This is an optimization exercise on Yosys and OpenROAD, whose aim is small area, a short achievable clock period and few clock cycles per item, not a production implementation.
Only the layout flow was run in this run; the RTL was not checked for function there.
Power figures rest on the tool's default switching activity, not on a simulated workload.

[flow/flow/out_regs.tcl]
# For each output port: move its buffer next to the pin and, when the
# buffer's input comes straight from a register with no other load, move that
# register next to it too; then legalize the placement.
read_db $::env(ODB)
set block [ord::get_db_block]
set core [$block getCoreArea]
set cx0 [expr [$core xMin] + 2000]; set cx1 [expr [$core xMax] - 12000]
set cy0 [expr [$core yMin] + 3000]; set cy1 [expr [$core yMax] - 3000]
proc clamp {v lo hi} { expr {$v < $lo ? $lo : ($v > $hi ? $hi : $v)} }
set moved 0
foreach bt [$block getBTerms] {
  if {[$bt getIoType] ne "OUTPUT"} { continue }
  set bb [$bt getBBox]
  set tx [clamp [expr ([$bb xMin] + [$bb xMax]) / 2] $cx0 $cx1]
  set ty [clamp [expr ([$bb yMin] + [$bb yMax]) / 2] $cy0 $cy1]
  set net [$bt getNet]
  foreach it [$net getITerms] {
    if {![$it isOutputSignal]} { continue }
    set buf [$it getInst]
    $buf setLocation $tx $ty
    incr moved
    foreach bi [$buf getITerms] {
      if {![$bi isInputSignal]} { continue }
      set n2 [$bi getNet]
      if {$n2 eq "NULL"} { continue }
      if {[llength [$n2 getITerms]] != 2} { continue }
      foreach it3 [$n2 getITerms] {
        if {![$it3 isOutputSignal]} { continue }
        set ff [$it3 getInst]
        set m [[$ff getMaster] getName]
        if {![string match "*__df*" $m] && ![string match "*__edf*" $m]} { continue }
        $ff setLocation $tx $ty
        incr moved
      }
    }
  }
}
puts "moved $moved cells"
detailed_placement
check_placement -verbose
write_db $::env(ODB)
[flow/flow/run.sh]
#!/bin/bash
set -euo pipefail
MARGIN=$(cat flow/margin.txt)
ARGS=(SETUP_SLACK_MARGIN=$MARGIN "BUFFER_PORTS_ARGS=-buffer_cell sky130_fd_sc_hd__buf_4")
bash standard.sh "${ARGS[@]}" place > make_place.log 2>&1
ODB=$PWD/orfs/results/$FLOW_PLATFORM/lru_ordered_history_set/base/3_place.odb openroad -no_init -exit flow/out_regs.tcl > out_regs.log 2>&1
bash standard.sh "${ARGS[@]}" finish > make_finish.log 2>&1
[flow/design.v]
`timescale 1ns / 1ps
package lohs_pkg;
    localparam int KEY_W       = 64;
    localparam int FP_PORT_W   = 64;
    localparam int SLOT_PORT_W = 4;
    localparam int FILL_PORT_W = 5;
    typedef enum logic [1:0] {
        CMD_LOOKUP_OFFSET = 2'd0,
        CMD_LOOKUP_ADDR   = 2'd1,
        CMD_INSERT        = 2'd2,
        CMD_TOUCH         = 2'd3
    } lohs_cmd_t;
endpackage
`timescale 1ns / 1ps
module lohs_cell #(
    parameter int FOOTPRINT_BITS = 64
) (
    input  logic                          clk,
    input  logic                          wr,
    input  logic [lohs_pkg::KEY_W-1:0]    wr_offset_key,
    input  logic [lohs_pkg::KEY_W-1:0]    wr_address_key,
    input  logic [FOOTPRINT_BITS-1:0]     wr_footprint,
    input  logic [lohs_pkg::KEY_W-1:0]    offset_key,
    input  logic [lohs_pkg::KEY_W-1:0]    address_key,
    output logic                          eq_offset,
    output logic                          eq_address,
    output logic [FOOTPRINT_BITS-1:0]     cell_footprint
);
    logic [lohs_pkg::KEY_W-1:0] okey_reg;
    logic [lohs_pkg::KEY_W-1:0] akey_reg;
    logic [FOOTPRINT_BITS-1:0]  fp_reg;
    always_ff @(posedge clk)
    begin
        if (wr)
        begin
            okey_reg <= wr_offset_key;
            akey_reg <= wr_address_key;
            fp_reg   <= wr_footprint;
        end
    end
    assign eq_offset      = (okey_reg == offset_key);
    assign eq_address     = (akey_reg == address_key);
    assign cell_footprint = fp_reg;
endmodule
`timescale 1ns / 1ps
module lohs_ctrl #(
    parameter int ENTRIES        = 16,
    parameter int FOOTPRINT_BITS = 64,
    parameter int SLOT_W         = 4,
    parameter int COUNT_W        = 5
) (
    input  logic                                         clk,
    input  logic                                         rst_n,
    input  logic                                         in_valid,
    output logic                                         in_stall,
    input  lohs_pkg::lohs_cmd_t                          cmd,
    input  logic [lohs_pkg::KEY_W-1:0]                   offset_key,
    input  logic [lohs_pkg::KEY_W-1:0]                   address_key,
    input  logic [FOOTPRINT_BITS-1:0]                    entry_footprint,
    input  logic [ENTRIES-1:0]                           cell_eq_o,
    input  logic [ENTRIES-1:0]                           cell_eq_a,
    input  logic [ENTRIES-1:0][FOOTPRINT_BITS-1:0]       cell_footprint,
    output logic [ENTRIES-1:0]                           cell_wr,
    output logic [lohs_pkg::KEY_W-1:0]                   wr_offset_key,
    output logic [lohs_pkg::KEY_W-1:0]                   wr_address_key,
    output logic [FOOTPRINT_BITS-1:0]                    wr_footprint,
    output logic                                         out_valid,
    input  logic                                         out_stall,
    output logic                                         hit,
    output logic [lohs_pkg::SLOT_PORT_W-1:0]             slot,
    output logic [lohs_pkg::FP_PORT_W-1:0]               found_footprint,
    output logic [lohs_pkg::FILL_PORT_W-1:0]             fill_count
);
    localparam int RES_W = 1 + SLOT_W + FOOTPRINT_BITS + COUNT_W;
    logic [COUNT_W-1:0]            count_reg;
    logic [COUNT_W-1:0]            count_next;
    logic [ENTRIES-1:0]            valid;
    logic                          full;
    logic [ENTRIES-1:0][ENTRIES-1:0] rec_reg;
    logic [ENTRIES-1:0][ENTRIES-1:0] newer;
    logic                          b_valid;
    lohs_pkg::lohs_cmd_t           b_cmd;
    logic [lohs_pkg::KEY_W-1:0]    b_okey;
    logic [lohs_pkg::KEY_W-1:0]    b_akey;
    logic [FOOTPRINT_BITS-1:0]     b_fp;
    logic [ENTRIES-1:0]            b_eq_o;
    logic [ENTRIES-1:0]            b_eq_a;
    logic [ENTRIES-1:0]            b_wrote;     
    logic                          b_fwd_o;     
    logic                          b_fwd_a;
    logic                          c_valid;
    logic [ENTRIES-1:0]            c_sel;
    logic                          c_hit;
    logic [SLOT_W-1:0]             c_slot;      
    logic [COUNT_W-1:0]            c_fill;
    logic                          o_valid;
    logic [RES_W-1:0]              o_res;
    logic                          s_valid;
    logic [RES_W-1:0]              s_res;
    logic                          stall_reg;
    logic                          accept;
    logic                          out_free;
    logic                          fire_c;
    logic                          c_free;
    logic                          fire_b;
    logic                          b_valid_next;
    logic                          c_valid_next;
    logic                          o_valid_next;
    logic                          s_valid_next;
    logic                          b_insert;
    logic                          b_touch;
    logic [ENTRIES-1:0]            match;
    logic [ENTRIES-1:0]            free_slot;
    logic [ENTRIES-1:0]            lru_reg;     
    logic [ENTRIES-1:0]            lru_next;
    logic [ENTRIES-1:0]            victim;
    logic [SLOT_W-1:0]             victim_num;
    logic [ENTRIES-1:0]            promote;
    logic [ENTRIES-1:0]            sel_look;
    logic [ENTRIES-1:0]            sel_touch;
    logic [ENTRIES-1:0]            sel;
    logic [SLOT_W-1:0]             res_slot;
    logic [FOOTPRINT_BITS-1:0]     res_fp;
    logic [RES_W-1:0]              res;
    always_comb
    begin
        for (int s = 0; s < ENTRIES; s++)
        begin
            valid[s]     = (COUNT_W'(s) < count_reg);
            free_slot[s] = (COUNT_W'(s) == count_reg);
        end
        for (int i = 0; i < ENTRIES; i++)
        begin
            for (int j = 0; j < ENTRIES; j++)
            begin
                if (i < j)
                    newer[i][j] = rec_reg[i][j];
                else if (i > j)
                    newer[i][j] = !rec_reg[j][i];
                else
                    newer[i][j] = 1'b0;
            end
        end
    end
    assign full = count_reg[COUNT_W-1];
    assign out_free     = !o_valid || !out_stall;
    assign fire_c       = c_valid && (out_free || !s_valid);
    assign c_free       = !c_valid || !s_valid;
    assign fire_b       = b_valid && c_free;
    assign accept       = in_valid && !stall_reg;
    assign b_valid_next = accept || (b_valid && !fire_b);
    assign c_valid_next = fire_b || (c_valid && !fire_c);
    assign o_valid_next = out_free ? (s_valid || c_valid) : 1'b1;
    assign s_valid_next = out_free ? (s_valid && c_valid) : (s_valid || c_valid);
    always_ff @(posedge clk or negedge rst_n)
    begin
        if (!rst_n)
        begin
            b_valid   <= 1'b0;
            c_valid   <= 1'b0;
            o_valid   <= 1'b0;
            s_valid   <= 1'b0;
            stall_reg <= 1'b0;
        end
        else
        begin
            b_valid   <= b_valid_next;
            c_valid   <= c_valid_next;
            o_valid   <= o_valid_next;
            s_valid   <= s_valid_next;
            stall_reg <= b_valid_next && c_valid_next && s_valid_next;
        end
    end
    always_ff @(posedge clk)
    begin
        if (accept)
        begin
            b_cmd   <= cmd;
            b_okey  <= offset_key;
            b_akey  <= address_key;
            b_fp    <= entry_footprint;
            b_eq_o  <= cell_eq_o;
            b_eq_a  <= cell_eq_a;
            b_wrote <= cell_wr;
            b_fwd_o <= (b_okey == offset_key);
            b_fwd_a <= (b_akey == address_key);
        end
    end
    assign b_insert = (b_cmd == lohs_pkg::CMD_INSERT);
    assign b_touch  = (b_cmd == lohs_pkg::CMD_TOUCH);
    always_comb
    begin
        for (int s = 0; s < ENTRIES; s++)
        begin
            if (b_cmd == lohs_pkg::CMD_LOOKUP_OFFSET)
                match[s] = b_wrote[s] ? b_fwd_o : (valid[s] && b_eq_o[s]);
            else
                match[s] = b_wrote[s] ? b_fwd_a : (valid[s] && b_eq_a[s]);
        end
        for (int s = 0; s < ENTRIES; s++)
        begin
            sel_look[s] = match[s];
            for (int t = 0; t < ENTRIES; t++)
            begin
                if (t != s)
                    sel_look[s] = sel_look[s] && (!match[t] || newer[s][t]);
            end
            sel_touch[s] = match[s];
            for (int t = 0; t < s; t++)
            begin
                sel_touch[s] = sel_touch[s] && !match[t];
            end
        end
        if (b_insert)
            sel = '0;
        else if (b_touch)
            sel = sel_touch;
        else
            sel = sel_look;
        promote = (b_valid && b_touch) ? sel_touch : '0;
        victim     = full ? lru_reg : free_slot;
        victim_num = '0;
        for (int s = 0; s < ENTRIES; s++)
        begin
            if (victim[s])
                victim_num = victim_num | SLOT_W'(s);
        end
        cell_wr    = (fire_b && b_insert) ? victim : '0;
        count_next = (fire_b && b_insert && !full) ? count_reg + COUNT_W'(1) : count_reg;
        for (int s = 0; s < ENTRIES; s++)
        begin
            lru_next[s] = !(promote[s] || cell_wr[s]);
            for (int t = 0; t < ENTRIES; t++)
            begin
                if (t != s)
                    lru_next[s] = lru_next[s] && (promote[t] || cell_wr[t] || newer[t][s]);
            end
        end
    end
    always_ff @(posedge clk)
    begin
        lru_reg <= lru_next;
    end
    assign wr_offset_key  = b_okey;
    assign wr_address_key = b_akey;
    assign wr_footprint   = b_fp;
    always_ff @(posedge clk or negedge rst_n)
    begin
        if (!rst_n)
        begin
            count_reg <= '0;
        end
        else
        begin
            count_reg <= count_next;
        end
    end
    for (genvar i = 0; i < ENTRIES; i++)
    begin : g_rec_row
        for (genvar j = i + 1; j < ENTRIES; j++)
        begin : g_rec_col
            always_ff @(posedge clk)
            begin
                if (promote[i] || cell_wr[i])
                    rec_reg[i][j] <= 1'b1;
                else if (promote[j] || cell_wr[j])
                    rec_reg[i][j] <= 1'b0;
            end
        end
    end
    always_ff @(posedge clk)
    begin
        if (c_free)
        begin
            c_sel  <= sel;
            c_hit  <= !b_insert && (|match);
            c_slot <= b_insert ? victim_num : '0;
            c_fill <= count_next;
        end
    end
    always_comb
    begin
        res_slot = c_slot;
        res_fp   = '0;
        for (int s = 0; s < ENTRIES; s++)
        begin
            if (c_sel[s])
                res_slot = res_slot | SLOT_W'(s);
            res_fp = res_fp | (cell_footprint[s] & {FOOTPRINT_BITS{c_sel[s]}});
        end
    end
    assign res = {c_hit, res_slot, res_fp, c_fill};
    always_ff @(posedge clk)
    begin
        if (out_free && (s_valid || c_valid))
        begin
            o_res <= s_valid ? s_res : res;
        end
        if (c_valid && (s_valid ? out_free : !out_free))
        begin
            s_res <= res;
        end
    end
    assign in_stall = stall_reg;
    assign out_valid = o_valid;
    assign {hit, slot, found_footprint, fill_count} = o_res;
endmodule
`timescale 1ns / 1ps
module lru_ordered_history_set #(
    parameter int ENTRIES        = 16,
    parameter int FOOTPRINT_BITS = 64
) (
    input  logic                                 clk,
    input  logic                                 rst_n,
    input  logic                                 in_valid,
    output logic                                 in_stall,
    input  logic [1:0]                           cmd,
    input  logic [lohs_pkg::KEY_W-1:0]           offset_key,
    input  logic [lohs_pkg::KEY_W-1:0]           address_key,
    input  logic [lohs_pkg::FP_PORT_W-1:0]       entry_footprint,
    output logic                                 out_valid,
    input  logic                                 out_stall,
    output logic                                 hit,
    output logic [lohs_pkg::SLOT_PORT_W-1:0]     slot,
    output logic [lohs_pkg::FP_PORT_W-1:0]       found_footprint,
    output logic [lohs_pkg::FILL_PORT_W-1:0]     fill_count
);
    localparam int SLOT_W  = (ENTRIES > 1) ? $clog2(ENTRIES) : 1;
    localparam int COUNT_W = $clog2(ENTRIES + 1);
    logic [ENTRIES-1:0]                      cell_wr;
    logic [ENTRIES-1:0]                      cell_eq_o;
    logic [ENTRIES-1:0]                      cell_eq_a;
    logic [ENTRIES-1:0][FOOTPRINT_BITS-1:0]  cell_fp;
    logic [lohs_pkg::KEY_W-1:0]              wr_okey;
    logic [lohs_pkg::KEY_W-1:0]              wr_akey;
    logic [FOOTPRINT_BITS-1:0]               wr_fp;
    lohs_ctrl #(
        .ENTRIES        (ENTRIES),
        .FOOTPRINT_BITS (FOOTPRINT_BITS),
        .SLOT_W         (SLOT_W),
        .COUNT_W        (COUNT_W)
    ) u_ctrl (
        .clk              (clk),
        .rst_n            (rst_n),
        .in_valid         (in_valid),
        .in_stall         (in_stall),
        .cmd              (lohs_pkg::lohs_cmd_t'(cmd)),
        .offset_key       (offset_key),
        .address_key      (address_key),
        .entry_footprint  (entry_footprint[FOOTPRINT_BITS-1:0]),
        .cell_eq_o        (cell_eq_o),
        .cell_eq_a        (cell_eq_a),
        .cell_footprint   (cell_fp),
        .cell_wr          (cell_wr),
        .wr_offset_key    (wr_okey),
        .wr_address_key   (wr_akey),
        .wr_footprint     (wr_fp),
        .out_valid        (out_valid),
        .out_stall        (out_stall),
        .hit              (hit),
        .slot             (slot),
        .found_footprint  (found_footprint),
        .fill_count       (fill_count)
    );
    for (genvar c = 0; c < ENTRIES; c++)
    begin : g_cell
        lohs_cell #(
            .FOOTPRINT_BITS (FOOTPRINT_BITS)
        ) u_cell (
            .clk            (clk),
            .wr             (cell_wr[c]),
            .wr_offset_key  (wr_okey),
            .wr_address_key (wr_akey),
            .wr_footprint   (wr_fp),
            .offset_key     (offset_key),
            .address_key    (address_key),
            .eq_offset      (cell_eq_o[c]),
            .eq_address     (cell_eq_a[c]),
            .cell_footprint (cell_fp[c])
        );
    end
endmodule
[flow/constraint.sdc]
create_clock -name core_clock -period 9.0 [get_ports {clk}]
set_input_delay 1.8000 -clock core_clock [delete_from_list [all_inputs] [get_ports {clk}]]
set_output_delay 1.8000 -clock core_clock [all_outputs]
set_load 0.01 [all_outputs]
[flow/config.mk]
export PLATFORM = sky130hd
export DESIGN_NAME = lru_ordered_history_set
export DESIGN_NICKNAME = lru_ordered_history_set
export VERILOG_FILES = /design/flow/design.v
export SDC_FILE = /design/flow/constraint.sdc
export NUM_CORES = 8
export LEC_CHECK = 0
export CAP_MARGIN = 20
export CORE_MARGIN = 2
export CORE_UTILIZATION = 62
export CTS_BUF_LIST = sky130_fd_sc_hd__clkbuf_16
export CTS_CLUSTER_DIAMETER = 80
export CTS_CLUSTER_SIZE = 25
export PLACE_DENSITY = 0.66
export SETUP_SLACK_MARGIN = 5
export SLEW_MARGIN = 20
[flow/standard.sh]
#!/bin/bash
# synth_recipe.tcl (not shown) runs the flow's synth.tcl, then flattens the netlist and writes it again
# the make line also repeats each setting of config.mk as NAME=value (left out here)
make -C /OpenROAD-flow-scripts/flow DESIGN_CONFIG=/design/flow/config.mk WORK_HOME=/design/flow/orfs CLKGATE_MAP_FILE= SYNTH_SCRIPT=/design/flow/synth_recipe.tcl "${@:-finish}"
[flow/flow/margin.txt]
6.0
==> flow_metrics.py <==
metrics = {
    "power": {
        "power_mw": 39.1,
        "leakagePower_nw": 54.1,
        "vdd_drop_max_mv": 0.373,
        "power-per-cell-area_nw_per_um2": 241,
    },
    "logic_synthesis": {
        "yosysTopAreaCellShare": 0.726,
        "syn-cell-area_um2": 144000,
        "ys_top_cells_by_area": "edfxtp_1, xor2_1, nor4_1, dfxtp_1, a221oi_1",
        "ys_ff_latch": 3636,
        "ys_top_cells_by_count": "edfxtp_1, xor2_1, nor4_1, clkbuf_1, a221oi_1",
        "syn-num-nets": 8748,
        "yosysSeqAreaShare": 0.747,
        "yosys_warnings": 2,
        "synth_edf_count": 3490,
        "synth.most_common_cell": "edfxtp_1",
        "synth.avg_cell_area_um2": 16.9,
        "syn_inst": 8546,
        "yosysTopAreaCell": "edfxtp_1",
        "ys_types": 103,
        "postSynth.asyncResetShare": 0.00275,
        "synthFlopType": "edfxtp_1",
    },
    "critical_path": {
        "startpoint": "u_ctrl.count_reg[3]",
        "worst_r2r_startpoint": "u_ctrl.count_reg[3]",
        "cp-start-kind": "flip-flop",
        "crit_slowest_cell": "dfrtp_4",
        "worstPathRequired_ns": 9.76,
        "path_cells": "buf_6, or3_4, o41ai_4, buf_4, and2_4, and2_4, a31oi_4, buf_6, a222oi_1, o311ai_1, nor4_1",
        "worstSetupEndpointType": "flip-flop",
        "crit_type": "flip-flop to flip-flop",
        "cp.arrival_ns": 4.05,
        "critPathMaxFanout": 5,
        "critical-path-max-stage-delay_ns": 0.50,
    },
    "cts": {
        "cts_buffers": 169,
        "h-tree-depth": 4,
        "ctsHoldBuffers": 0,
        "clkLatencyLatePin_ns": 0.89,
        "cts.sinks": 3636,
        "cts_tree": "built",
        "cts_buffer_depth": 3,
        "cts_root_buf": "clkbuf_16",
        "clk_pin_slew_ns": 0.09,
    },
    "placed_design": {
        "dp_slack_ns": 4.07,
        "dp_hpwl_um": 274000,
        "port_buffers": 273,
        "place_area_um2": 151000,
        "place_congestion": 0.938,
        "dp.cells": 11668,
    },
    "route": {
        "drc": 0,
        "drtAntennaViolNets": 0,
        "dr.pass1.iters": 6,
        "wl_per_cell_um": 40.7,
        "drtIter0Drc": 14448,
        "vias": 86442,
        "via_per_inst": 7.10,
        "routed_wl_um": 496000,
    },
    "floorplanning": {
        "dieWidth_um": 486,
        "initial_core_util": 0.622,
        "core_um2": 232000,
        "io_pins": 274,
        "dieArea_um2": 237000,
        "die_h_um": 486,
        "num_rows": 177,
    },
    "sta": {
        "hold_ws_ns": 0.452,
        "tightestPinTransition_ns": 1.50,
        "finalSetupViolCount": 0,
        "slew_viol_final": 1,
        "fin_skew_ns": 0.0456,
        "timing.fmax_mhz": 304,
        "final.period_utilization": 0.366,
        "rsz0062_at_grt": "yes",
        "max_slew_margin": -0.0000403,
        "timing.setup.tns_ns": 0,
        "fin_crit_ns": 3.29,
        "setup_slack_ns": 5.71,
        "hold_viol": 0,
    },
    "global_routing": {
        "grt.total_usage": 0.412,
        "grt_antenna_before_repair": 57,
        "gr-max-usage-layer": "met2",
        "grt_pass1_vias": 80342,
        "met3_usage": 0.0995,
        "grt_use_met2": 0.619,
        "grt_first_pass_wirelength_um": 664000,
        "grt_overflow_total": 0,
        "use_met1": 0.583,
        "grt_start_max_net_pins": 141,
    },
    "job": {
        "maxCapViolCount": 0,
    },
    "run_status": {
        "outcome": "complete, but fails checks",
        "so_faults": "max-slew violations",
    },
    "min_path": {
        "hp-class": "flip-flop to flip-flop",
        "worstHoldStart": "u_ctrl.c_fill[0]",
    },
    "layout": {
        "final_core_util": 0.700,
        "area_growth_pct": 12.6,
        "finalNonFillerCells": 12179,
        "n_fill_cell": 14917,
        "fin_area_um2": 162000,
        "fin_nets": 9262,
        "drive_above_1_share": 0.157,
    },
}
[timing repair]
item / 4_1_cts / 5_1_grt
setup buffers: 150 / 83
gates cloned: 26 / 5
gates resized for setup: 540 / 268
setup endpoints to repair: 3236 / 1372
pin swaps: 74 / 88
[metal layers]
metal,share of wire,up-vias
met5,0.00030,-
met4,0.050,26
met3,0.14,1143
met2,0.45,7000
met1,0.36,44428
li1,-,33845
[placed cells by master (no fill, tap or decap), types with 19 or more instances in the layout]
| master | synthesis | final |
|---|---|---|
| buf_12 | 0 | 66 |
| buf_8 | 0 | 41 |
| edfxtp_1 | 3490 | 3490 |
| buf_4 | 10 | 460 |
| clkbuf_16 | 0 | 175 |
| nor2_4 | 0 | 19 |
| mux2_2 | 75 | 74 |
| a21o_1 | 26 | 19 |
| nor4_1 | 596 | 469 |
| a221oi_1 | 285 | 276 |
| inv_1 | 35 | 39 |
| buf_16 | 0 | 24 |
| nand4_1 | 210 | 210 |
| nor2_1 | 73 | 56 |
| nor4_2 | 3 | 98 |
| nor4_4 | 0 | 32 |
| xor2_1 | 2177 | 2167 |
| a22oi_1 | 22 | 21 |
| a22o_1 | 265 | 264 |
| diode_2 | 0 | 27 |
| a21oi_1 | 46 | 25 |
| o21ai_0 | 55 | 42 |
| dfxtp_1 | 136 | 136 |
| o22ai_1 | 64 | 59 |
| nand2_1 | 223 | 202 |
| buf_6 | 1 | 173 |
| nand3_1 | 22 | 19 |
[critical path: cells and delay by family (launching register included)]
family | cells | cell delay [ns]
and+or+nand+nor | 4 | 1.18
AOI/OAI and AO/OA | 4 | 1.01
DFF | 1 | 0.50
buffers and inverters | 3 | 0.50
[layout make-up]
| class | instances | area, um^2 | area share |
|---|---|---|---|
| diodes | 27 | 67.6 | 0.000416 |
| clock buffers | 172 | 4300 | 0.0265 |
| clock inverters | 48 | 454 | 0.00280 |
| inverters | 35 | 156 | 0.000963 |
| multi-input cells | 4428 | 37200 | 0.229 |
| flip-flops and latches | 3636 | 108000 | 0.664 |
| well taps | 3043 | 3810 | 0.0234 |
| repair buffers | 786 | 8610 | 0.0530 |
| repair inverters | 4 | 25.0 | 0.000154 |
[path summary, 6_finish.rpt]
| check | to | slack [ns] | cells past startpoint |
|---|---|---|---|
| max in group asynchronous | u_ctrl.count_reg[0] | 8.07 | 1 |
| setup / recovery | u_ctrl.lru_reg[13] | 5.71 | 11 |
| hold / removal | u_ctrl.s_res[0] | 0.45 | 0 |
| setup reg to reg | u_ctrl.lru_reg[13] | 5.71 | 11 |
| hold reg to reg | u_ctrl.s_res[0] | 0.45 | 0 |
| min in group asynchronous | u_ctrl.c_valid | 0.74 | 1 |
[cells by family (layout without fill, tap and decap cells)]
kind of cell | after synthesis | count (layout) | share of synthesized area
flops | 3636 | 3636 | 0.747
xor+xnor | 2179 | 2179 | 0.132
simple gates | 1241 | 1246 | 0.0491
compound gates | 918 | 918 | 0.0520
buf+inv | 487 | 1045 | 0.0132
mux | 80 | 80 | 0.00620
fa+ha+maj | 5 | 5 | 0.000416
other cells | 0 | 27 | 0
[power breakdown]
group	internal, mW	leakage, nW	switching (mW)	total (mW)
Clock	3.52	2.37	5.23	8.75
Sequential	20.4	32.9	1.26	21.6
Combinational	2.98	18.9	5.75	8.73
Total	26.9	54.1	12.2	39.1

afterwards: timing with drivers on the ports:
The results above use ideal ports. As a check the final layout listed here was re-extracted and re-timed, cells and wires unchanged.
Step 1, drivers: a clkbuf_16 drives clk and a buf_2 each remaining input, both assumed.
Step 2 adds t to the input delays and takes it off the output delays; t is the mean of the earliest and latest rising clock arrival at the registers after step 1. Input paths then give back, and output paths get back, about the clock's delay inside the block.
Three values: ideal, step 1, step 2; two values: the first two.
t, ns: 0.974
slack for setup (ns): 5.709 / 5.619 / 4.825
hold WS [ns]: 0.452 / 0.452 / 0.452
slew at the worst register clock pin (ns): 0.10 / 0.10
For this run, drivers alone change the setup slack by -0.090 ns; drivers and shift together by -0.884 ns.
